This design comes from an exercise in tuning for a short achievable clock period and few clock cycles per item on the open sky130 flow, not from production work. Only simulation tests tie the RTL to the original design; equivalence was not proved. Power and IR drop assume default switching activity.

==> module wb_subsys, before the edit <==
module wb_subsys (
	input  logic            clk,
	input  logic            rst_n,
	input  logic            evict_i,
	input  wb_pkg::addr_t   evict_addr_i,
	input  wb_pkg::data_t   evict_data_i,
	output logic            evict_afull_o,
	output wb_pkg::axi_id_t awid_o,
	output wb_pkg::addr_t   awaddr_o,
	output logic            awvalid_o,
	input  logic            awready_i,
	output wb_pkg::axi_id_t wid_o,
	output wb_pkg::data_t   wdata_o,
	output logic            wvalid_o,
	input  logic            wready_i
);
	localparam int AW = wb_pkg::ADDR_W - wb_pkg::OFFSET_W;	 
	localparam int LW = AW + wb_pkg::DATA_W;
	logic [LW-1:0] slot0_q;
	logic [LW-1:0] slot1_q;
	logic          wptr_q;	 
	logic          rptr_q;	 
	logic [1:0]    cnt_q;
	logic          empty_q;	 
	logic [1:0]    wen_q;	 
	logic          afull_q;
	logic          ov_q;
	logic [LW-1:0] o_q;
	logic          rst_q;	 
	logic [LW-1:0] in_line;
	logic [LW-1:0] head;
	logic [LW-1:0] src;
	logic          load;
	logic          push;
	logic          pop;
	logic [1:0]    cnt_d;
	logic          wptr_d;
	assign in_line = {evict_addr_i[wb_pkg::ADDR_W-1:wb_pkg::OFFSET_W], evict_data_i};
	assign head    = rptr_q ? slot1_q : slot0_q;
	assign load = !ov_q || (awready_i && wready_i);
	assign src  = empty_q ? in_line : head;
	assign pop  = load && !empty_q;
	assign push = evict_i && !(load && empty_q);
	always_comb begin
		cnt_d = cnt_q;
		if (push && !pop) cnt_d = cnt_q + 1'b1;
		if (pop && !push) cnt_d = cnt_q - 1'b1;
	end
	assign wptr_d = wptr_q ^ push;
	always_ff @(posedge clk) begin
		if (!rst_n) begin
			wptr_q  <= 1'b0;
			rptr_q  <= 1'b0;
			cnt_q   <= '0;
			empty_q <= 1'b1;
			wen_q   <= 2'b01;
			afull_q <= 1'b0;
			ov_q    <= 1'b0;
		end else begin
			wptr_q  <= wptr_d;
			rptr_q  <= rptr_q ^ pop;
			cnt_q   <= cnt_d;
			empty_q <= (cnt_d == 2'd0);
			wen_q   <= (cnt_d == 2'd2) ? 2'b00 : (wptr_d ? 2'b10 : 2'b01);
			afull_q <= (cnt_d != 2'd0);
			if (load) ov_q <= !empty_q || evict_i;
		end
	end
	always_ff @(posedge clk) begin
		if (wen_q[0]) slot0_q <= in_line;
		if (wen_q[1]) slot1_q <= in_line;
	end
	always_ff @(posedge clk) begin
		rst_q <= rst_n;
	end
	always_ff @(posedge clk) begin
		if (!rst_q) o_q <= '0;
		else if (load) o_q <= src;
	end
	assign evict_afull_o = afull_q;
	assign awvalid_o     = ov_q;
	assign wvalid_o      = ov_q;
	assign awid_o        = wb_pkg::axi_id_t'(o_q[wb_pkg::DATA_W +: 2]);
	assign wid_o         = wb_pkg::axi_id_t'(o_q[wb_pkg::DATA_W +: 2]);
	assign awaddr_o      = {o_q[wb_pkg::DATA_W +: AW], {wb_pkg::OFFSET_W{1'b0}}};
	assign wdata_o       = o_q[wb_pkg::DATA_W-1:0];
endmodule
Settings: LEC_CHECK=0, CAP_MARGIN=20, CORE_MARGIN=2, CORE_UTILIZATION=40, SETUP_SLACK_MARGIN=4, SLEW_MARGIN=20; clock period 5.5 ns.
run.sh (not shown) runs the stock make flow with config.mk's settings and CLKGATE_MAP_FILE= SYNTH_SCRIPT=/design/flow/synth_recipe.tcl, a recipe that flattens the netlist after the stock synthesis.
Testbench counts at the start, summed over its fixed seeds: cycles 16,016, items 16,000.
Next try:
--- a/flow/design.v
+++ b/flow/design.v
@@ -43,7 +43,6 @@
 	logic          afull_q;
 	logic          ov_q;
 	logic [LW-1:0] o_q;
-	logic          rst_q;	 
 	logic [LW-1:0] in_line;
 	logic [LW-1:0] head;
 	logic [LW-1:0] src;
@@ -88,11 +87,7 @@
 		if (wen_q[1]) slot1_q <= in_line;
 	end
 	always_ff @(posedge clk) begin
-		rst_q <= rst_n;
-	end
-	always_ff @(posedge clk) begin
-		if (!rst_q) o_q <= '0;
-		else if (load) o_q <= src;
+		if (load) o_q <= src;
 	end
 	assign evict_afull_o = afull_q;
 	assign awvalid_o     = ov_q;
Result: The new run completed with no timing, DRC or antenna violations. Wire length falls by 18%. Critical path depth stays the same. Global-route usage came out lower by 3.8 points. Clock-buffer cell count fell by 3. Setup slack degrades by 0.097 ns. Core utilization went down by 6.3 points. Sequential power came out higher by about 5%. Power goes down by 3.3%. Design area goes down by 11%. First-iteration DRC count grows by 42%. Clock power shrinks by about 5%. Synthesized area went down by 0.38%. Synthesized cell count is lower by 24%.
Testbench counts after the change, summed over its fixed seeds: cycles 16,016, items 16,000.

-- separate check: timing with driven ports --
No port has a modelled driver above. Below, the same layouts with a new extraction and two added sets of constraints. Step 1: set_driving_cell puts a clkbuf_16 on clk and a buf_2 on each other input, an assumption about the parent block. Step 2 adds t to the input delays and takes it off the output delays; t is the mean of the earliest and latest rising clock arrival at the registers after step 1. Input paths then give back, and output paths get back, about the clock's delay inside the block. Slacks: ideal ports / drivers / drivers and shift; pairs: ideal ports / drivers.
| run | t, ns | slack for setup (ns) | cell pins on the clock port's net |
|---|---|---|---|
| the first run | 0.597 | 3.353 / 3.305 / 3.079 | 1 |
| the second run | 0.590 | 3.256 / 3.206 / 3.103 | 1 |
After both steps every run listed still meets setup and hold. For the first run, which loses most, drivers alone change the setup slack by -0.048 ns; drivers and shift together by -0.274 ns.
